What follows belongs to an exercise in optimizing a design on an open flow for small area; a production flow would make more cautious choices. The RTL was checked by simulation tests, not by an equivalence proof against the original design. Power figures rest on the tool's default switching activity, not on a simulated workload.

==> design/flow/flow/run.sh <==
#!/bin/bash
# The standard layout, with two changes to how it is built:
# - every input and output port still gets its own buffer, but a buf_1
#   rather than the delay cell buffer_ports picks by default;
# - clock tree synthesis does not add dummy loads to balance the tree.
set -euo pipefail
export BUFFER_PORTS_ARGS="-buffer_cell sky130_fd_sc_hd__buf_1"
export CTS_ARGS="-sink_clustering_enable -repair_clock_nets -dont_use_dummy_load -buf_list {sky130_fd_sc_hd__clkbuf_4 sky130_fd_sc_hd__clkbuf_8}"
bash standard.sh > standard.log 2>&1
==> design/flow/standard.sh <==
#!/bin/bash
# synth_recipe.tcl (not shown) runs the flow's synth.tcl, then flattens the netlist and writes it again
# the make line also repeats each setting of config.mk as NAME=value (left out here)
make -C /OpenROAD-flow-scripts/flow DESIGN_CONFIG=/design/flow/config.mk WORK_HOME=/design/flow/orfs CLKGATE_MAP_FILE= SYNTH_SCRIPT=/design/flow/synth_recipe.tcl "${@:-finish}"
==> design/flow/config.mk <==
export PLATFORM = sky130hd
export DESIGN_NAME = cache
export DESIGN_NICKNAME = cache
export VERILOG_FILES = /design/flow/design.v
export SDC_FILE = /design/flow/constraint.sdc
export NUM_CORES = 4
export LEC_CHECK = 0
export CAP_MARGIN = 20
export CORE_MARGIN = 2
export CORE_UTILIZATION = 60
export CTS_BUF_LIST = sky130_fd_sc_hd__clkbuf_4 sky130_fd_sc_hd__clkbuf_8
export SLEW_MARGIN = 20
export SYNTH_HIERARCHICAL = 1
==> design/flow/constraint.sdc <==
create_clock -name core_clock -period 6.0 [get_ports {clk}]
set_input_delay 1.2000 -clock core_clock [delete_from_list [all_inputs] [get_ports {clk}]]
set_output_delay 1.2000 -clock core_clock [all_outputs]
set_load 0.01 [all_outputs]
==> design/flow/design.v <==
package cache_pkg;
endpackage
module cache_aoi3 (
    input  logic [2:0] s,
    input  logic [2:0] d,
    output logic       y_n
);
    assign y_n = ~|(s & d);
endmodule
module cache_tail8 (
    input  logic       a_n,
    input  logic       b_n,
    input  logic [1:0] s,
    input  logic [1:0] d,
    output logic       y
);
    assign y = ~(a_n & b_n & ~|(s & d));
endmodule
module cache_ao8 (
    input  logic [7:0] s,
    input  logic [7:0] d,
    output logic       y
);
    logic a_n, b_n;
    cache_aoi3  u_a (.s(s[2:0]), .d(d[2:0]), .y_n(a_n));
    cache_aoi3  u_b (.s(s[5:3]), .d(d[5:3]), .y_n(b_n));
    cache_tail8 u_c (.a_n(a_n), .b_n(b_n), .s(s[7:6]), .d(d[7:6]), .y(y));
endmodule
module cache_ao9 (
    input  logic [8:0] s,
    input  logic [8:0] d,
    output logic       y
);
    logic a_n, b_n, c_n;
    cache_aoi3 u_a (.s(s[2:0]), .d(d[2:0]), .y_n(a_n));
    cache_aoi3 u_b (.s(s[5:3]), .d(d[5:3]), .y_n(b_n));
    cache_aoi3 u_c (.s(s[8:6]), .d(d[8:6]), .y_n(c_n));
    assign y = ~(a_n & b_n & c_n);
endmodule
module cache_ao4 (
    input  logic [3:0] s,
    input  logic [3:0] d,
    output logic       y
);
    assign y = |(s & d);
endmodule
module cache (
    input  logic         clk,
    input  logic         proc_reset,
    input  logic         proc_read,
    input  logic         proc_write,
    input  logic [29:0]  proc_addr,
    input  logic [31:0]  proc_wdata,
    output logic         proc_stall,
    output logic [31:0]  proc_rdata,
    input  logic [127:0] mem_rdata,
    input  logic         mem_ready,
    output logic         mem_read,
    output logic         mem_write,
    output logic [27:0]  mem_addr,
    output logic [127:0] mem_wdata
);
    logic wb_q, al_q;
    logic [127:0] data_q [8];
    logic [24:0]  tag_q  [8];
    logic [7:0]   valid_q;
    logic [7:0]   dirty_q;
    logic [24:0] atag;
    logic [2:0]  idx;
    logic [1:0]  off;
    assign atag = proc_addr[29:5];
    assign idx  = proc_addr[4:2];
    assign off  = proc_addr[1:0];
    logic [7:0] sel;
    logic [3:0] wsel;
    always_comb begin
        for (int i = 0; i < 8; i++) sel[i] = (idx == 3'(i));
        for (int w = 0; w < 4; w++) wsel[w] = (off == 2'(w));
    end
    logic [127:0] cur_line;
    logic [24:0]  cur_tag;
    logic         cur_valid, cur_dirty;
    logic [8:0]   tsel;
    assign tsel = {al_q, sel & {8{~al_q}}};
    for (genvar b = 0; b < 128; b++) begin : g_line
        cache_ao8 u_mux (
            .s (sel),
            .d ({data_q[7][b], data_q[6][b], data_q[5][b], data_q[4][b],
                 data_q[3][b], data_q[2][b], data_q[1][b], data_q[0][b]}),
            .y (cur_line[b])
        );
    end
    for (genvar b = 0; b < 25; b++) begin : g_tag
        cache_ao9 u_mux (
            .s (tsel),
            .d ({atag[b],
                 tag_q[7][b], tag_q[6][b], tag_q[5][b], tag_q[4][b],
                 tag_q[3][b], tag_q[2][b], tag_q[1][b], tag_q[0][b]}),
            .y (cur_tag[b])
        );
    end
    cache_ao8 u_valid (.s(sel), .d(valid_q), .y(cur_valid));
    cache_ao8 u_dirty (.s(sel), .d(dirty_q), .y(cur_dirty));
    for (genvar b = 0; b < 32; b++) begin : g_word
        cache_ao4 u_mux (
            .s (wsel),
            .d ({cur_line[96+b], cur_line[64+b], cur_line[32+b], cur_line[b]}),
            .y (proc_rdata[b])
        );
    end
    logic req, idle, hit, fill, wword;
    assign req   = proc_read | proc_write;
    assign idle  = ~wb_q & ~al_q;
    assign hit   = cur_valid & (cur_tag == atag);
    assign fill  = al_q & mem_ready;
    assign wword = idle & proc_write & hit;
    assign proc_stall = wb_q | al_q | (req & ~hit);
    assign mem_write  = wb_q;
    assign mem_read   = al_q;
    assign mem_addr   = {cur_tag, idx};
    assign mem_wdata  = cur_line;
    always_ff @(posedge clk) begin
        if (!proc_reset) begin
            wb_q <= 1'b0;
            al_q <= 1'b0;
        end else begin
            wb_q <= (idle & req & ~hit & cur_dirty) | (wb_q & ~mem_ready);
            al_q <= (idle & req & ~hit & ~cur_dirty) | (wb_q & mem_ready) | (al_q & ~mem_ready);
        end
    end
    always_ff @(posedge clk) begin
        if (!proc_reset) begin
            valid_q <= '0;
            dirty_q <= '0;
        end else begin
            for (int i = 0; i < 8; i++) begin
                if (sel[i] & fill) begin
                    valid_q[i] <= 1'b1;
                    dirty_q[i] <= 1'b0;
                end else if (sel[i] & wword) begin
                    dirty_q[i] <= 1'b1;
                end
            end
        end
    end
    logic [127:0] wdata;
    assign wdata = al_q ? mem_rdata : {4{proc_wdata}};
    always_ff @(posedge clk) begin
        for (int i = 0; i < 8; i++) begin
            if (sel[i] & fill) tag_q[i] <= atag;
            for (int w = 0; w < 4; w++) begin
                if (sel[i] & (fill | (wword & wsel[w])))
                    data_q[i][w*32 +: 32] <= wdata[w*32 +: 32];
            end
        end
    end
endmodule
==> impl_metrics.sql, run 1 <==
INSERT INTO impl_metrics (metric_group, metric, value, unit) VALUES
('status', 'status', 'complete, no violations', ''),
('placed_design', 'place_worst_setup_slack', '0.4408', 'ns'),
('cts', 'clk_path_buf_depth', '3', ''),
('global_routing', 'largest_net_degree_at_the_start_of_global_routing', '85', ''),
('route', 'antenna_violating_nets_post_route', '0', ''),
('yosys', 'synth_nets', '2637', ''),
('setup_path', 'path_class', 'input pin to output pin', ''),
('setup_path', 'worstPathCellList', 'buf_1 -> nand3b_1 -> nor2_1 -> buf_4 -> a222oi_1 -> nand3_1 -> xnor2_1 -> nand4_1 -> nor4_1 -> buf_4 -> a21o_1 -> nand2_1 -> buf_1', ''),
('cts', 'cts.sinks', '1242', ''),
('floorplan', 'die_height', '278.4', 'µm'),
('global_routing', 'grt_antenna_before_repair', '7', ''),
('sta', 'max_freq', '182.2', 'MHz'),
('global_routing', 'global_route_wire_length_before_repair', '189600', 'µm'),
('floorplan', 'initial_utilization', '0.6068', ''),
('setup_path', 'r2r-start', 'al_q', ''),
('placed_design', 'dpl.cell_count', '3877', ''),
('yosys', 'synth_cells', '2442', ''),
('cells_and_area', 'layout.nets', '3294', ''),
('cts', 'cts.root.buffer_cell', 'sky130_fd_sc_hd__clkbuf_8', ''),
('sta', 'setup_viol_count_final', '0', ''),
('floorplan', 'dieArea', '77500', 'µm²'),
('worst_hold_path', 'hold_path_class', 'flop to flop', ''),
('sta', 'rsz0062_at_grt', 'no', ''),
('setup_path', 'critPathArrivalTime', '4.29', 'ns'),
('route', 'route.vias.total', '28460', ''),
('setup_path', 'startpoint', 'proc_addr[2]', ''),
('setup_path', 'timing.critical_path.to_type', 'output pin', ''),
('cells_and_area', 'post-route-cell-area', '52010', 'µm²'),
('worst_hold_path', 'timing.hold.worst.start', 'dirty_q[4]', ''),
('yosys', 'yosys_register_bits', '1242', ''),
('cells_and_area', 'final_cell_mix', 'sky130_fd_sc_hd__edfxtp_1, sky130_fd_sc_hd__buf_1, sky130_fd_sc_hd__a222oi_1, sky130_fd_sc_hd__nand2_1, sky130_fd_sc_hd__a22oi_1', ''),
('yosys', 'dominantRegCellSynth', 'sky130_fd_sc_hd__edfxtp_1', ''),
('cts', 'clk_latency', '0.84', 'ns'),
('job', 'cap_viol_max_count', '0', ''),
('power_and_ir_drop', 'vdd_drop_max', '239.7', 'µV'),
('cts', 'tritoncts.num_buffers', '189', ''),
('floorplan', 'num_io_pins', '386', ''),
('route', 'first_iter_violations', '5289', ''),
('yosys', 'synth_cell_types', '37', ''),
('floorplan', 'die_w', '278.4', 'µm'),
('yosys', 'yosys_warnings', '9', ''),
('placed_design', 'gpl.final_weighted_congestion', '1.007', ''),
('power_and_ir_drop', 'cellLeakagePower', '16.48', 'nW'),
('power_and_ir_drop', 'p_per_area', '321.0', 'nW/µm²'),
('route', 'avgRoutedWirePerCell', '32.93', 'µm'),
('route', 'number_of_optimization_iterations_in_the_first_detailed_route_pass', '10', ''),
('global_routing', 'grt.overflow.total', '0', ''),
('cells_and_area', 'drive_above_1_share', '0.1217', ''),
('sta', 'max_slew.worst_pin.slew', '1.202', 'ns'),
('sta', 'totalNegativeSetupSlack', '0', 'ns'),
('yosys', 'synth-seq-area-share', '0.8216', ''),
('yosys', 'synth.cell_area', '45170', 'µm²'),
('sta', 'maxSlewViolCount', '0', ''),
('sta', 'final.setup_skew', '0.1098', 'ns'),
('route', 'wirelength', '134100', 'µm'),
('placed_design', 'hpwl', '78440', 'µm'),
('placed_design', 'buffer_ports.inserted', '385', ''),
('cells_and_area', 'fin_util', '0.6986', ''),
('sta', 'hold-worst-slack', '0.4674', 'ns'),
('power_and_ir_drop', 'design_power_total', '16.69', 'mW'),
('route', 'routed_via_density', '6.988', ''),
('cells_and_area', 'num-fill-cells', '4896', ''),
('setup_path', 'critical-path-slowest-cell', 'sky130_fd_sc_hd__nor2_1', ''),
('sta', 'finalCriticalPeriod', '5.488', 'ns'),
('cts', 'htree_num_levels', '4', ''),
('setup_path', 'timing.critical_path.buf_inv', '4', ''),
('global_routing', 'globalRouteTotalUtil', '0.3435', ''),
('cts', 'cts_tree', 'yes', ''),
('floorplan', 'row_count', '100', ''),
('route', 'detail_route.drc_violations', '0', ''),
('sta', 'timing.max_slew.rel_slack', '0.1985', '');
## cells in the mapped netlist, types with 2 or more instances
master | count | area, µm²
sky130_fd_sc_hd__edfxtp_1 | 1224 | 36760
sky130_fd_sc_hd__a222oi_1 | 335 | 3353
sky130_fd_sc_hd__nand2_1 | 310 | 1164
sky130_fd_sc_hd__a22oi_1 | 194 | 1456
sky130_fd_sc_hd__nand3_1 | 156 | 780.8
sky130_fd_sc_hd__a21oi_1 | 33 | 165.2
sky130_fd_sc_hd__nand2b_1 | 32 | 200.2
sky130_fd_sc_hd__xnor2_1 | 25 | 219.0
sky130_fd_sc_hd__clkbuf_1 | 22 | 82.58
sky130_fd_sc_hd__nor2_1 | 20 | 75.07
sky130_fd_sc_hd__dfxtp_1 | 18 | 360.4
sky130_fd_sc_hd__o21a_1 | 10 | 75.07
sky130_fd_sc_hd__inv_1 | 8 | 30.03
sky130_fd_sc_hd__nand4_1 | 8 | 50.05
sky130_fd_sc_hd__o22ai_1 | 8 | 50.05
sky130_fd_sc_hd__clkbuf_8 | 5 | 68.82
sky130_fd_sc_hd__nand4_2 | 5 | 62.56
sky130_fd_sc_hd__buf_1 | 4 | 15.01
sky130_fd_sc_hd__buf_4 | 3 | 22.52
sky130_fd_sc_hd__and2_2 | 2 | 15.01
sky130_fd_sc_hd__nand3b_1 | 2 | 15.01
sky130_fd_sc_hd__nor2b_1 | 2 | 12.51
sky130_fd_sc_hd__or3b_2 | 2 | 17.52
## state kept, by name, summed over array words and instances, names as in the netlist
signal	flops
dirty_q	8
valid_q	8
al_q	1
data_q	1024
wb_q	1
tag_q	200
## worst register-to-register path, delay by kind of cell (launching register included)
kind,cells,cell delay [ns]
buffers and inverters,3,0.97
AND/OR/NAND/NOR,5,1.62
AO/OA/AOI/OAI,2,0.59
flip-flops,1,0.73
XOR/XNOR,1,0.25
## area by class of cell
class / instances / area (µm²) / area share
Sequential cell: 1242 / 37120 / 0.7137
Multi-Input combinational cell: 1158 / 8253 / 0.1587
Timing Repair Buffer: 500 / 2746 / 0.05281
Clock buffer: 189 / 2601 / 0.05002
Tap cell: 969 / 1212 / 0.02331
Inverter: 8 / 60.06 / 0.001155
Antenna cell: 6 / 15.01 / 0.0002887
## per-module statistics from Yosys, one instance, submodules excluded, excerpt
module       times used  area, µm²  cells inside  flip-flops and latches
cache_ao9            25      5.005             1                       0
cache_tail8         130      12.51             2                       0
cache                 1      39470          1726                    1242
cache_ao4            32      18.77             3                       0
cache_aoi3          335      10.01             1                       0
## logic make-up (layout without fill, tap and decap cells)
group           count (synthesis)  in the layout  share of synthesized area
flops                        1242           1242                     0.8216
buf+inv                        42            697                   0.004847
simple gates                  550            550                    0.05518
mux                             1              1                  0.0002493
other cells                     0              6                          0
compound gates                582            582                     0.1132
xor+xnor                       25             25                   0.004847
## metal layers
layer  vias to the layer above  track usage  wire, µm
li1                      11870            -         -
met1                     14240       0.4719     49570
met2                      2107       0.5284     63030
met3                       234       0.1076     17900
met4                         6       0.1145      3478
met5                         -      0.01001       132
## power breakdown
| part | internal [mW] | total [mW] | switching, mW |
|---|---|---|---|
| combinational | 0.344 | 1.37 | 1.03 |
| clock | 2.76 | 5.53 | 2.77 |
| sequential | 9.76 | 9.79 | 0.0303 |
## path summary, 6_finish.rpt
path,to,cells past startpoint
setup reg to reg,data_q[2][79],11
setup / recovery,proc_stall,13
hold reg to reg,dirty_q[4],2
hold / removal,dirty_q[4],2
==> inputs of run 2 (changes only) <==
--- a/design/flow/design.v
+++ b/design/flow/design.v
@@ -43,6 +43,15 @@
     output logic       y
 );
     assign y = |(s & d);
+endmodule
+module cache_hold (
+    input  logic en,
+    input  logic en_n,
+    input  logic d,
+    input  logic q,
+    output logic nxt
+);
+    assign nxt = (en & d) | (en_n & q);
 endmodule
 module cache (
     input  logic         clk,
@@ -145,13 +154,45 @@
     end
     logic [127:0] wdata;
     assign wdata = al_q ? mem_rdata : {4{proc_wdata}};
-    always_ff @(posedge clk) begin
+    logic [3:0] den   [8];
+    logic [3:0] den_n [8];
+    logic [7:0] ten, ten_n;
+    always_comb begin
         for (int i = 0; i < 8; i++) begin
-            if (sel[i] & fill) tag_q[i] <= atag;
+            ten[i]   = sel[i] & fill;
+            ten_n[i] = ~ten[i];
             for (int w = 0; w < 4; w++) begin
-                if (sel[i] & (fill | (wword & wsel[w])))
-                    data_q[i][w*32 +: 32] <= wdata[w*32 +: 32];
+                den[i][w]   = sel[i] & (fill | (wword & wsel[w]));
+                den_n[i][w] = ~den[i][w];
             end
         end
     end
+    logic [127:0] data_d [8];
+    logic [24:0]  tag_d  [8];
+    for (genvar i = 0; i < 8; i++) begin : g_set
+        for (genvar b = 0; b < 128; b++) begin : g_data
+            cache_hold u_hold (
+                .en   (den[i][b/32]),
+                .en_n (den_n[i][b/32]),
+                .d    (wdata[b]),
+                .q    (data_q[i][b]),
+                .nxt  (data_d[i][b])
+            );
+        end
+        for (genvar b = 0; b < 25; b++) begin : g_tag
+            cache_hold u_hold (
+                .en   (ten[i]),
+                .en_n (ten_n[i]),
+                .d    (atag[b]),
+                .q    (tag_q[i][b]),
+                .nxt  (tag_d[i][b])
+            );
+        end
+    end
+    always_ff @(posedge clk) begin
+        for (int i = 0; i < 8; i++) begin
+            data_q[i] <= data_d[i];
+            tag_q[i]  <= tag_d[i];
+        end
+    end
 endmodule
==> design/flow/flow/run.sh (replaced) <==
#!/bin/bash
# The standard layout, with two changes to how it is built:
# - every input and output port still gets its own buffer, but a buf_1
#   rather than the delay cell buffer_ports picks by default;
# - clock tree synthesis clusters more flip-flops per leaf buffer and does
#   not add dummy loads to balance the tree.
set -euo pipefail
export BUFFER_PORTS_ARGS="-buffer_cell sky130_fd_sc_hd__buf_1"
export CTS_ARGS="-sink_clustering_enable -repair_clock_nets -dont_use_dummy_load -sink_clustering_size 16 -sink_clustering_max_diameter 50 -buf_list {sky130_fd_sc_hd__clkbuf_8}"
bash standard.sh > standard.log 2>&1
--- a/design/flow/config.mk
+++ b/design/flow/config.mk
@@ -7,7 +7,9 @@
 export LEC_CHECK = 0
 export CAP_MARGIN = 20
 export CORE_MARGIN = 2
-export CORE_UTILIZATION = 60
-export CTS_BUF_LIST = sky130_fd_sc_hd__clkbuf_4 sky130_fd_sc_hd__clkbuf_8
+export CORE_UTILIZATION = 45
+export CTS_BUF_LIST = sky130_fd_sc_hd__clkbuf_8
+export CTS_CLUSTER_DIAMETER = 50
+export CTS_CLUSTER_SIZE = 16
 export SLEW_MARGIN = 20
 export SYNTH_HIERARCHICAL = 1
==> impl_metrics.sql, run 2 <==
INSERT INTO impl_metrics (metric_group, metric, value, unit) VALUES
('status', 'status', 'complete, no violations', ''),
('cells_and_area', 'flip_flop_count_of_the_largest_register_all_copies_and_words_added', '1024', ''),
('placed_design', 'place_worst_setup_slack', '0.5829', 'ns'),
('sta', 'hold-worst-slack', '0.4623', 'ns'),
('yosys', 'synth-seq-area-share', '0.5639', ''),
('power_and_ir_drop', 'cellLeakagePower', '21.07', 'nW'),
('cells_and_area', 'drive_above_1_share', '0.09074', ''),
('sta', 'setup_viol_count_final', '0', ''),
('route', 'routed_via_density', '7.051', ''),
('cts', 'cts.repair.resized', '0', ''),
('global_routing', 'grt_antenna_before_repair', '11', ''),
('cells_and_area', 'max_flop_register', 'data_q', ''),
('yosys', 'synth.cells.most_frequent', 'sky130_fd_sc_hd__dfxtp_1, sky130_fd_sc_hd__a22o_1, sky130_fd_sc_hd__a222oi_1', ''),
('cells_and_area', 'regArea', '24870', 'µm²'),
('setup_path', 'timing.critical_path.to_type', 'output pin', ''),
('cells_and_area', 'fin_util', '0.5285', ''),
('cells_and_area', 'layout.nets', '4539', ''),
('setup_path', 'critical-path-slowest-cell', 'sky130_fd_sc_hd__a22oi_1', ''),
('yosys', 'synth_top_area_share', '0.5639', ''),
('yosys', 'asyncSetResetFlopFracSynth', '0', ''),
('placed_design', 'hpwl', '113800', 'µm'),
('route', 'avgRoutedWirePerCell', '33.97', 'µm'),
('job', 'cap_viol_max_count', '0', ''),
('floorplan', 'die_w', '317.0', 'µm'),
('cts', 'clk_latency', '0.84', 'ns'),
('yosys', 'yosys_register_bits', '1242', ''),
('sta', 'max_slew.worst_pin.slew', '1.262', 'ns'),
('route', 'detail_route.drc_violations', '0', ''),
('setup_path', 'worst-endpoint-required', '4.80', 'ns'),
('sta', 'final.setup_skew', '0.09175', 'ns'),
('sta', 'timing.final.crit_share', '0.9342', ''),
('yosys', 'synth_area_leaders', 'sky130_fd_sc_hd__dfxtp_1, sky130_fd_sc_hd__a22o_1, sky130_fd_sc_hd__a222oi_1', ''),
('cts', 'cts.sinks', '1242', ''),
('sta', 'maxSlewViolCount', '0', ''),
('cts', 'worst_setup_hold_path_clk_slew', '0.07', 'ns'),
('route', 'first_iter_violations', '5983', ''),
('sta', 'rsz0062_at_grt', 'no', ''),
('sta', 'max_freq', '178.4', 'MHz'),
('yosys', 'synth_edf_count', '0', ''),
('sta', 'totalNegativeSetupSlack', '0', 'ns'),
('placed_design', 'dpl.cell_count', '5497', ''),
('cts', 'clk_path_buf_depth', '3', ''),
('global_routing', 'grt.overflow.total', '0', ''),
('yosys', 'post_synth.cell_area_avg', '11.88', 'µm²'),
('placed_design', 'gpl.final_weighted_congestion', '0.8489', ''),
('cts', 'post_cts_buffers', '0', ''),
('setup_path', 'worstPathCellList', 'buf_1 -> or2_1 -> buf_4 -> inv_6 -> buf_4 -> a222oi_1 -> nand3_1 -> a22oi_1 -> nand2_1 -> buf_1', ''),
('yosys', 'synth_cells', '3711', ''),
('yosys', 'largest_area_contributor_in_the_synthesized_netlist', 'sky130_fd_sc_hd__dfxtp_1', ''),
('route', 'route.vias.total', '39660', ''),
('floorplan', 'row_count', '114', ''),
('route', 'wirelength', '191100', 'µm'),
('global_routing', 'largest_net_degree_at_the_start_of_global_routing', '81', ''),
('cells_and_area', 'area.growth.synth_to_final', '16.10', '%'),
('floorplan', 'die_height', '317.0', 'µm'),
('cts', 'cts.root.buffer_cell', 'sky130_fd_sc_hd__clkbuf_8', ''),
('power_and_ir_drop', 'vdd_drop_max', '179.6', 'µV'),
('setup_path', 'startpoint_type', 'input pin', ''),
('global_routing', 'grt.met1_usage', '0.5035', ''),
('cells_and_area', 'mostFrequentLayoutCell', 'sky130_fd_sc_hd__dfxtp_1', ''),
('sta', 'timing.max_slew.rel_slack', '0.1589', ''),
('global_routing', 'number_of_global_route_vias_before_repair', '36540', ''),
('yosys', 'yosys_warnings', '17', ''),
('setup_path', 'path_class', 'input pin to output pin', ''),
('yosys', 'synth_nets', '3906', ''),
('cells_and_area', 'final_cell_mix', 'sky130_fd_sc_hd__dfxtp_1, sky130_fd_sc_hd__a22o_1, sky130_fd_sc_hd__buf_1, sky130_fd_sc_hd__a222oi_1, sky130_fd_sc_hd__nand2_1', ''),
('worst_hold_path', 'hold_path_class', 'flop to flop', ''),
('global_routing', 'grt.busiest_layer', 'met2', ''),
('global_routing', 'globalRouteTotalUtil', '0.3641', ''),
('placed_design', 'buffer_ports.inserted', '385', ''),
('floorplan', 'num_io_pins', '386', ''),
('route', 'antenna_violating_nets_post_route', '0', ''),
('global_routing', 'groute.layer.met2.usage', '0.5108', ''),
('cells_and_area', 'final_cells', '5625', ''),
('yosys', 'synthMostInstantiatedCell', 'sky130_fd_sc_hd__dfxtp_1', ''),
('cts', 'cts_tree', 'yes', ''),
('cells_and_area', 'num-fill-cells', '8661', ''),
('floorplan', 'dieArea', '100500', 'µm²'),
('floorplan', 'initial_utilization', '0.4552', ''),
('cells_and_area', 'multi_input_area', '19720', 'µm²'),
('setup_path', 'critPathArrivalTime', '4.40', 'ns'),
('setup_path', 'worst_path_largest_cell_delay', '0.79', 'ns'),
('yosys', 'synth.cell_area', '44090', 'µm²'),
('cts', 'tritoncts.num_buffers', '121', ''),
('floorplan', 'floorplan.core_area', '96850', 'µm²'),
('power_and_ir_drop', 'p_per_area', '404.0', 'nW/µm²'),
('sta', 'postLayoutSetupSlackWorst', '0.3950', 'ns'),
('sta', 'finalCriticalPeriod', '5.605', 'ns'),
('cells_and_area', 'top_regs', 'data_q (1024), tag_q (200)', ''),
('sta', 'finalHoldViolations', '0', ''),
('yosys', 'synth_cell_types', '37', ''),
('cts', 'cts_hold_repair.buffers', '0', ''),
('yosys', 'dominantRegCellSynth', 'sky130_fd_sc_hd__dfxtp_1', ''),
('global_routing', 'met3_usage', '0.1181', ''),
('cts', 'htree_num_levels', '3', ''),
('setup_path', 'worst-path-max-fanout', '32', ''),
('route', 'number_of_optimization_iterations_in_the_first_detailed_route_pass', '9', ''),
('global_routing', 'global_route_wire_length_before_repair', '267900', 'µm');
[run 2: cell types whose count changed in the layout (fill, tap and decap cells not counted), moves of 12 or more]
cell | previous run | this run
sky130_fd_sc_hd__a22o_1 | 0 | 1225
sky130_fd_sc_hd__nand2_1 | 309 | 297
sky130_fd_sc_hd__a31oi_4 | 0 | 32
sky130_fd_sc_hd__a21oi_4 | 32 | 0
sky130_fd_sc_hd__o31ai_4 | 0 | 32
sky130_fd_sc_hd__nand3_1 | 156 | 172
sky130_fd_sc_hd__dfxtp_1 | 17 | 1241
sky130_fd_sc_hd__inv_2 | 0 | 12
sky130_fd_sc_hd__edfxtp_1 | 1224 | 0
sky130_fd_sc_hd__buf_4 | 80 | 125
sky130_fd_sc_hd__clkbuf_8 | 189 | 121
[run 2: final timing paths]
kind,end,cells after the start,slack [ns],startpoint
setup / recovery,proc_rdata[19],10,0.40,proc_addr[3]
hold / removal,dirty_q[2],2,0.46,dirty_q[2]
setup reg to reg,data_q[7][124],14,1.58,al_q
hold reg to reg,dirty_q[2],2,0.46,dirty_q[2]
[run 2: worst max-delay path, delay by kind of cell]
| family | cells | cell delay (ns) |
|---|---|---|
| AO/OA/AOI/OAI | 2 | 1.18 |
| AND/OR/NAND/NOR | 3 | 0.77 |
| buffers and inverters | 5 | 1.20 |
[run 2: Yosys stat by module (local to each module, per instance), excerpt]
module	flops+latches	copies in the design
cache_ao4	0	32
cache_ao9	0	25
cache_tail8	0	130
cache	1242	1
cache_aoi3	0	335
cache_hold	0	1224
[run 2: report_power, final]
| group | total [mW] | switching (mW) | internal, mW |
|---|---|---|---|
| registers | 11.7 | 1.20 | 10.5 |
| logic | 4.42 | 2.41 | 2.01 |
| clock network | 4.54 | 2.76 | 1.78 |
[run 2: stage by stage]
stage	total power [mW]	area [µm²]
floorplan	14.35	44090
global placement	16.05	49510
detailed placement	16.13	49510
CTS	20.59	51170
global route	21.54	51170
finish	20.68	51190
[run 2: logic make-up after synthesis]
group	synth area share
flip-flops	0.5639
buffers and inverters	0.006953
AO/OA/AOI/OAI	0.3687
XOR/XNOR	0.004966
multiplexers	0.0002554
AND/OR/NAND/NOR	0.05522
[run 2: routing by layer]
layer,share of wire,up-vias,routed length [µm]
li1,-,17020,-
met1,0.40,19530,77330
met2,0.41,2718,78690
met3,0.13,386,25330
met4,0.050,8,9586
met5,0.00074,-,142
[run 2: final cells by class]
cell class / count / area share
repair buffers: 551 / 0.06262
inverters: 21 / 0.002322
flip-flops and latches: 1242 / 0.4858
well taps: 1276 / 0.03119
clock buffers: 121 / 0.03253
multi-input cells: 2407 / 0.3852
diodes: 7 / 0.0003422
==> inputs of run 3 (changes only) <==
==> design/flow/config.mk (replaced) <==
export PLATFORM = sky130hd
export DESIGN_NAME = cache
export DESIGN_NICKNAME = cache
export VERILOG_FILES = /design/flow/design.v
export SDC_FILE = /design/flow/constraint.sdc
export NUM_CORES = 4
export LEC_CHECK = 0
export CAP_MARGIN = 10
export CORE_MARGIN = 2
export CORE_UTILIZATION = 70
export CTS_BUF_LIST = sky130_fd_sc_hd__clkbuf_8
export CTS_CLUSTER_DIAMETER = 50
export CTS_CLUSTER_SIZE = 16
export SLEW_MARGIN = 10
export SYNTH_HIERARCHICAL = 1
==> impl_metrics.sql, run 3 <==
INSERT INTO impl_metrics (metric_group, metric, value, unit) VALUES
('yosys', 'synth_top_area_share', '0.5639', ''),
('route', 'detail_route.drc_violations', '0', ''),
('yosys', 'synth.area.mux_share', '0.0002554', ''),
('sta', 'timing.max_slew.rel_slack', '0.1142', ''),
('cts', 'cts.repair.resized', '0', ''),
('floorplan', 'die_height', '255.0', 'µm'),
('cells_and_area', 'drive_above_1_share', '0.07949', ''),
('route', 'first_iter_violations', '7967', ''),
('route', 'wl_met2', '69120', 'µm'),
('sta', 'totalNegativeSetupSlack', '0', 'ns'),
('route', 'route.vias.total', '41620', ''),
('setup_path', 'crit_top_cell', 'sky130_fd_sc_hd__buf_1', ''),
('yosys', 'synth-seq-area-share', '0.5639', ''),
('yosys', 'post_synth.cell_area_avg', '11.88', 'µm²'),
('sta', 'timing.final.crit_share', '0.9446', ''),
('route', 'number_of_optimization_iterations_in_the_first_detailed_route_pass', '14', ''),
('power_and_ir_drop', 'sequential_cell_fraction_of_total_power', '0.581', ''),
('cells_and_area', 'regArea', '24870', 'µm²'),
('cells_and_area', 'top_regs', 'data_q (1024), tag_q (200)', ''),
('route', 'avgRoutedWirePerCell', '33.84', 'µm'),
('setup_path', 'critical_path.top_delay_family', 'simple AND/OR/NAND/NOR gates', ''),
('cts', 'tritoncts.num_buffers', '103', ''),
('setup_path', 'setup.reg_to_reg.worst_slack', '1.29', 'ns'),
('sta', 'finalHoldViolations', '0', ''),
('sta', 'rsz0062_at_grt', 'no', ''),
('cells_and_area', 'fin_util', '0.7958', ''),
('floorplan', 'dieArea', '65010', 'µm²'),
('global_routing', 'globalRouteTotalUtil', '0.5151', ''),
('yosys', 'adder_cell_share_of_the_synthesized_area', '0', ''),
('route', 'wirelength', '174400', 'µm'),
('yosys', 'synth_cells', '3711', ''),
('yosys', 'synth_area_leaders', 'sky130_fd_sc_hd__dfxtp_1, sky130_fd_sc_hd__a22o_1, sky130_fd_sc_hd__a222oi_1', ''),
('yosys', 'synth-compound-area-share', '0.3687', ''),
('cts', 'worst_setup_hold_path_clk_slew', '0.09', 'ns'),
('placed_design', 'buffer_ports.inserted', '385', ''),
('setup_path', 'startpoint_type', 'input pin', ''),
('job', 'cap_viol_max_count', '0', ''),
('sta', 'postLayoutSetupSlackWorst', '0.3323', 'ns'),
('floorplan', 'num_io_pins', '386', ''),
('cts', 'clk_latency', '0.77', 'ns'),
('placed_design', 'place_worst_setup_slack', '0.3383', 'ns'),
('power_and_ir_drop', 'cellLeakagePower', '20.70', 'nW'),
('sta', 'finalCriticalPeriod', '5.668', 'ns'),
('cts', 'cts.sinks', '1242', ''),
('yosys', 'synth_top_family_by_area', 'compound AO/OA/AOI/OAI gates', ''),
('sta', 'hold-worst-slack', '0.4694', 'ns'),
('worst_hold_path', 'hold_path_class', 'flop to flop', ''),
('cts', 'htree_num_levels', '3', ''),
('power_and_ir_drop', 'combinationalPowerShare', '0.216', ''),
('route', 'met1Wirelength', '59580', 'µm'),
('route', 'detailroute.wirelength.met3', '29970', 'µm'),
('floorplan', 'row_count', '92', ''),
('setup_path', 'path_class', 'input pin to output pin', ''),
('yosys', 'yosys_register_bits', '1242', ''),
('power_and_ir_drop', 'design_power_total', '20.33', 'mW'),
('placed_design', 'dpl.cell_count', '5033', ''),
('sta', 'final.setup_skew', '0.08005', 'ns'),
('cells_and_area', 'mostFrequentLayoutCell', 'sky130_fd_sc_hd__dfxtp_1', ''),
('global_routing', 'number_of_global_route_vias_before_repair', '38640', ''),
('setup_path', 'worst_path_largest_cell_delay', '0.61', 'ns'),
('route', 'antenna_violating_nets_post_route', '0', ''),
('placed_design', 'hpwl', '100700', 'µm'),
('cells_and_area', 'num-fill-cells', '4133', ''),
('setup_path', 'timing.critical_path.buf_inv', '3', ''),
('cells_and_area', 'max_flop_register', 'data_q', ''),
('cells_and_area', 'layout.nets', '4487', ''),
('floorplan', 'die_w', '255.0', 'µm'),
('setup_path', 'worst-path-max-fanout', '25', ''),
('power_and_ir_drop', 'switching_share', '0.3091', ''),
('floorplan', 'floorplan.core_area', '62620', 'µm²'),
('setup_path', 'worstPathCellList', 'buf_1 -> or2_1 -> nor2_2 -> buf_4 -> a222oi_1 -> nand3_1 -> xnor2_1 -> nand4_1 -> nor4_4 -> a21oi_1 -> nand2b_1 -> buf_1', ''),
('status', 'status', 'complete, no violations', ''),
('power_and_ir_drop', 'power.switching', '6.282', 'mW'),
('global_routing', 'global_route_wire_length_before_repair', '249700', 'µm'),
('setup_path', 'timing.critical_path.to_type', 'output pin', ''),
('yosys', 'asyncSetResetFlopFracSynth', '0', ''),
('yosys', 'xor_xnor_fraction_of_synth_area', '0.004966', ''),
('power_and_ir_drop', 'p_per_area', '407.9', 'nW/µm²'),
('cts', 'clk_path_buf_depth', '3', ''),
('sta', 'max_freq', '176.4', 'MHz'),
('placed_design', 'gpl.final_weighted_congestion', '0.9251', ''),
('cells_and_area', 'multi_input_area', '19720', 'µm²'),
('yosys', 'synth_cell_types', '37', ''),
('floorplan', 'initial_utilization', '0.7041', ''),
('yosys', 'yosys_warnings', '17', ''),
('yosys', 'largest_area_contributor_in_the_synthesized_netlist', 'sky130_fd_sc_hd__dfxtp_1', ''),
('placed_design', 'placed_cell_area', '48370', 'µm²'),
('global_routing', 'grt_antenna_before_repair', '17', ''),
('sta', 'max_slew.worst_pin.slew', '1.329', 'ns'),
('yosys', 'synth_nets', '3906', ''),
('route', 'routed_via_density', '8.077', ''),
('yosys', 'synth.cells.most_frequent', 'sky130_fd_sc_hd__dfxtp_1, sky130_fd_sc_hd__a22o_1, sky130_fd_sc_hd__a222oi_1', ''),
('yosys', 'dominantRegCellSynth', 'sky130_fd_sc_hd__dfxtp_1', ''),
('cts', 'cts_tree', 'yes', ''),
('cts', 'cts.root.buffer_cell', 'sky130_fd_sc_hd__clkbuf_8', ''),
('setup_path', 'critPathArrivalTime', '4.47', 'ns'),
('cells_and_area', 'post-route-cell-area', '49830', 'µm²'),
('global_routing', 'largest_net_degree_at_the_start_of_global_routing', '72', ''),
('cells_and_area', 'flip_flop_count_of_the_largest_register_all_copies_and_words_added', '1024', ''),
('cells_and_area', 'final_cells', '5153', ''),
('global_routing', 'grt.overflow.total', '0', ''),
('cells_and_area', 'final_cell_mix', 'sky130_fd_sc_hd__dfxtp_1, sky130_fd_sc_hd__a22o_1, sky130_fd_sc_hd__buf_1, sky130_fd_sc_hd__a222oi_1, sky130_fd_sc_hd__nand2_1', ''),
('yosys', 'synthSimpleGateAreaFrac', '0.05522', ''),
('setup_path', 'critical-path-slowest-cell', 'sky130_fd_sc_hd__or2_1', ''),
('cells_and_area', 'area.growth.synth_to_final', '13.03', '%'),
('sta', 'maxSlewViolCount', '0', ''),
('setup_path', 'worst-endpoint-required', '4.80', 'ns'),
('route', 'top_layer_used', 'met5', ''),
('cts', 'post_cts_buffers', '0', ''),
('sta', 'setup_viol_count_final', '0', ''),
('power_and_ir_drop', 'clockPowerShare', '0.204', ''),
('cts', 'cts_hold_repair.buffers', '0', ''),
('power_and_ir_drop', 'intPower', '14.04', 'mW'),
('power_and_ir_drop', 'vdd_drop_max', '286.2', 'µV'),
('yosys', 'synthMostInstantiatedCell', 'sky130_fd_sc_hd__dfxtp_1', ''),
('yosys', 'synth.cell_area', '44090', 'µm²'),
('yosys', 'synth_edf_count', '0', '');
-- run 3: cell counts after synthesis --
No cell type changed its count.
-- run 3: logic make-up after synthesis --
group,after synthesis
AOI/OAI and AO/OA,1836
DFF,1242
and+or+nand+nor,545
buffers and inverters,62
xor gates and xnor gates,25
muxes,1
-- run 3: tightest hold or removal path: stages, from the launching register on --
cell                      delay [ns]
sky130_fd_sc_hd__dfxtp_1        0.32
sky130_fd_sc_hd__nand3_1        0.06
sky130_fd_sc_hd__o21ai_1        0.05
-- run 3: modules after synthesis (local to each module, per instance), excerpt --
module | flops+latches | copies in the design
cache | 1242 | 1
cache_ao4 | 0 | 32
cache_tail8 | 0 | 130
cache_aoi3 | 0 | 335
cache_hold | 0 | 1224
cache_ao9 | 0 | 25
-- run 3: per-layer routing --
metal	global-route usage	vias up
li1	-	16900
met1	0.6493	19740
met2	0.6941	4066
met3	0.2141	894
met4	0.3940	24
met5	0.03233	-
-- run 3: power groups by stage --
| stage | clock network, mW | logic, mW | registers [mW] |
|---|---|---|---|
| 6_report | 4.14 | 4.38 | 11.8 |
| 5_1_grt | 4.38 | 4.61 | 12.0 |
| 4_1_cts | 4.09 | 4.19 | 11.7 |
| 3_5_place_dp | 0 | 4.19 | 11.8 |
| 3_3_place_gp | 0 | 4.01 | 11.8 |
| 2_1_floorplan | 0 | 2.83 | 11.5 |
-- run 3: worst paths after layout --
kind / from / to / depth (start not counted)
worst min register to register: dirty_q[3] / dirty_q[3] / 2
worst max-delay path: proc_addr[4] / proc_stall / 12
worst min-delay path: dirty_q[3] / dirty_q[3] / 2
worst max register to register: al_q / data_q[1][4] / 11
-- run 3: cell type report --
class / instances / area share
Antenna cell: 17 / 0.0008537
Clock buffer: 103 / 0.02845
Inverter: 21 / 0.002385
Multi-Input combinational cell: 2407 / 0.3957
Sequential cell: 1242 / 0.4990
Tap cell: 846 / 0.02124
Timing Repair Buffer: 517 / 0.05240
==> inputs of run 4 (changes only) <==
--- a/design/flow/design.v
+++ b/design/flow/design.v
@@ -52,6 +52,15 @@
     output logic nxt
 );
     assign nxt = (en & d) | (en_n & q);
+endmodule
+module cache_en (
+    input  logic line_sel,
+    input  logic word_wr,
+    output logic en,
+    output logic en_n
+);
+    assign en   = line_sel & word_wr;
+    assign en_n = ~en;
 endmodule
 module cache (
     input  logic         clk,
@@ -154,18 +163,18 @@
     end
     logic [127:0] wdata;
     assign wdata = al_q ? mem_rdata : {4{proc_wdata}};
+    logic [3:0] wr;
     logic [3:0] den   [8];
     logic [3:0] den_n [8];
     logic [7:0] ten, ten_n;
     always_comb begin
-        for (int i = 0; i < 8; i++) begin
-            ten[i]   = sel[i] & fill;
-            ten_n[i] = ~ten[i];
-            for (int w = 0; w < 4; w++) begin
-                den[i][w]   = sel[i] & (fill | (wword & wsel[w]));
-                den_n[i][w] = ~den[i][w];
-            end
-        end
+        for (int w = 0; w < 4; w++) wr[w] = fill | (wword & wsel[w]);
+    end
+    for (genvar i = 0; i < 8; i++) begin : g_en
+        for (genvar w = 0; w < 4; w++) begin : g_word
+            cache_en u_en (.line_sel(sel[i]), .word_wr(wr[w]), .en(den[i][w]), .en_n(den_n[i][w]));
+        end
+        cache_en u_ten (.line_sel(sel[i]), .word_wr(fill), .en(ten[i]), .en_n(ten_n[i]));
     end
     logic [127:0] data_d [8];
     logic [24:0]  tag_d  [8];
--- a/design/flow/flow/run.sh
+++ b/design/flow/flow/run.sh
@@ -6,5 +6,5 @@
 #   not add dummy loads to balance the tree.
 set -euo pipefail
 export BUFFER_PORTS_ARGS="-buffer_cell sky130_fd_sc_hd__buf_1"
-export CTS_ARGS="-sink_clustering_enable -repair_clock_nets -dont_use_dummy_load -sink_clustering_size 16 -sink_clustering_max_diameter 50 -buf_list {sky130_fd_sc_hd__clkbuf_8}"
+export CTS_ARGS="-sink_clustering_enable -repair_clock_nets -dont_use_dummy_load -sink_clustering_size 16 -sink_clustering_max_diameter 60 -buf_list {sky130_fd_sc_hd__clkbuf_8}"
 bash standard.sh > standard.log 2>&1
--- a/design/flow/config.mk
+++ b/design/flow/config.mk
@@ -9,7 +9,7 @@
 export CORE_MARGIN = 2
 export CORE_UTILIZATION = 70
 export CTS_BUF_LIST = sky130_fd_sc_hd__clkbuf_8
-export CTS_CLUSTER_DIAMETER = 50
+export CTS_CLUSTER_DIAMETER = 60
 export CTS_CLUSTER_SIZE = 16
 export SLEW_MARGIN = 10
 export SYNTH_HIERARCHICAL = 1
==> impl_metrics.sql, run 4 <==
INSERT INTO impl_metrics (metric_group, metric, value, unit) VALUES
('setup_path', 'r2r.worst_path.cells', '13', ''),
('yosys', 'synth_cells', '3707', ''),
('sta', 'timing.max_slew.rel_slack', '0.1299', ''),
('floorplan', 'dieArea', '64580', 'µm²'),
('route', 'first_iter_violations', '7459', ''),
('power_and_ir_drop', 'clockPowerShare', '0.192', ''),
('global_routing', 'global_route_wire_length_before_repair', '242200', 'µm'),
('yosys', 'yosys_register_bits', '1242', ''),
('setup_path', 'r2r-start', 'al_q', ''),
('floorplan', 'initial_utilization', '0.7084', ''),
('sta', 'timing.final.crit_share', '0.9591', ''),
('power_and_ir_drop', 'cellLeakagePower', '20.68', 'nW'),
('cts', 'cts.repair.resized', '0', ''),
('global_routing', 'largest_net_degree_at_the_start_of_global_routing', '80', ''),
('floorplan', 'die_w', '254.1', 'µm'),
('floorplan', 'row_count', '91', ''),
('floorplan', 'num_io_pins', '386', ''),
('yosys', 'dominantRegCellSynth', 'sky130_fd_sc_hd__dfxtp_1', ''),
('sta', 'max_slew.worst_pin.slew', '1.305', 'ns'),
('cts', 'cts.root.buffer_cell', 'sky130_fd_sc_hd__clkbuf_8', ''),
('setup_path', 'path_class', 'input pin to output pin', ''),
('yosys', 'largest_area_contributor_in_the_synthesized_netlist', 'sky130_fd_sc_hd__dfxtp_1', ''),
('route', 'detail_route.drc_violations', '0', ''),
('global_routing', 'grt_antenna_before_repair', '19', ''),
('setup_path', 'regToRegEndpoint', 'data_q[3][39]', ''),
('sta', 'maxSlewViolCount', '0', ''),
('power_and_ir_drop', 'vdd_drop_max', '302.2', 'µV'),
('placed_design', 'buffer_ports.inserted', '385', ''),
('status', 'status', 'complete, no violations', ''),
('power_and_ir_drop', 'p_per_area', '408.5', 'nW/µm²'),
('yosys', 'synth_cell_types', '34', ''),
('setup_path', 'timing.critical_path.to_type', 'output pin', ''),
('route', 'route.vias.total', '40880', ''),
('sta', 'finalCriticalPeriod', '5.755', 'ns');
run 4: power groups by stage:
stage | Clock (mW) | Combinational [mW] | Sequential, mW
detailed placement | 0 | 4.22 | 11.9
CTS | 3.80 | 4.23 | 11.7
global placement | 0 | 4.05 | 11.8
finish | 3.85 | 4.42 | 11.8
floorplan | 0 | 2.85 | 11.5
global route | 4.07 | 4.63 | 12.0
run 4: final cells by class:
type	count	area (µm²)
multi-input cells	2426	18840
repair buffers	564	3102
inverters	9	65.06
fillers	4123	12670
diodes	14	35.03
well taps	837	1047
flip-flops and latches	1242	24870
clock buffers	87	1197
run 4: worst min-delay path by stage:
stage / startpoint / endpoint / slack [ns] / depth (start not counted)
after global placement: valid_q[3] / valid_q[3] / 0.45 / 1
after CTS: valid_q[1] / valid_q[1] / 0.48 / 1
after detailed placement: data_q[0][48] / data_q[0][48] / 0.45 / 1
final: data_q[1][18] / data_q[1][18] / 0.48 / 1
after floorplan: data_q[0][100] / data_q[0][100] / 0.44 / 1
after global routing: data_q[1][54] / data_q[1][54] / 0.49 / 1
run 4: metrics by stage:
stage               utilization  instances  hold WS, ns  instance area, µm²
floorplan                     -       3707       0.4383               43860
global placement         0.7752       5078       0.4456               47930
detailed placement       0.7752       5078       0.4514               47930
CTS                      0.7945       5165       0.4787               49120
global route             0.7947       5169       0.4878               49130
finish                   0.7951       5179       0.4781               49160
run 4: Yosys stat by module, one instance, submodules excluded, excerpt:
| module | flops+latches | times used |
|---|---|---|
| cache | 1242 | 1 |
| cache_ao4 | 0 | 32 |
| cache_tail8 | 0 | 130 |
| cache_aoi3 | 0 | 335 |
| cache_en | 0 | 40 |
| cache_hold | 0 | 1224 |
| cache_ao9 | 0 | 25 |
run 4: cell families (layout without fill, tap and decap cells):
| kind of cell | count (synthesis) | in the layout | synth area share |
|---|---|---|---|
| AOI/OAI and AO/OA | 1782 | 1782 | 0.3594 |
| xor gates and xnor gates | 25 | 25 | 0.004999 |
| buffers and inverters | 39 | 660 | 0.003600 |
| DFF | 1242 | 1242 | 0.5677 |
| muxes | 1 | 1 | 0.0002571 |
| other | 0 | 14 | 0 |
| and+or+nand+nor | 618 | 618 | 0.06402 |
run 4: routing by layer:
metal,share of wire,track usage,vias to the layer above
met5,0.0012,0.009774,-
met4,0.083,0.3462,22
met3,0.17,0.2154,861
met2,0.40,0.6912,3812
met1,0.34,0.6229,19310
li1,-,-,16880
run 4: critical path, stage by stage:
cell and delay [ns]:
sky130_fd_sc_hd__buf_1 0.37, sky130_fd_sc_hd__or3b_2 0.32, sky130_fd_sc_hd__clkinvlp_4 0.35, sky130_fd_sc_hd__buf_4 0.35
sky130_fd_sc_hd__buf_4 0.23, sky130_fd_sc_hd__a222oi_1 0.27, sky130_fd_sc_hd__nand3_1 0.21, sky130_fd_sc_hd__a22oi_1 0.71
sky130_fd_sc_hd__nand2_1 0.30, sky130_fd_sc_hd__buf_1 0.21

[what the ideal ports hide]
The flow's constraints put no driver on any port. The routed layouts listed below were extracted and timed again, unchanged, in two steps.
Step 1, drivers: a clkbuf_16 drives clk and a buf_2 each remaining input, both assumed.
Step 2 adds t to the input delays and takes it off the output delays; t is the mean of the earliest and latest rising clock arrival at the registers after step 1. Input paths then give back, and output paths get back, about the clock's delay inside the block.
Three values: no drivers, after step 1, after step 2; two values: the first two.
run	t (ns)	setup slack, ns	clock arrival spread, ns
run 1	0.841	0.512 / 0.478 / 0.433	0.114 / 0.113
run 2	0.867	0.395 / 0.370 / 0.370	0.096 / 0.096
run 3	0.804	0.332 / 0.307 / 0.108	0.081 / 0.080
run 4	0.795	0.245 / 0.219 / 0.219	0.038 / 0.038
After both steps setup and hold are still met in every run listed. For run 3, which loses most, drivers alone change the setup slack by -0.025 ns; drivers and shift together by -0.224 ns.
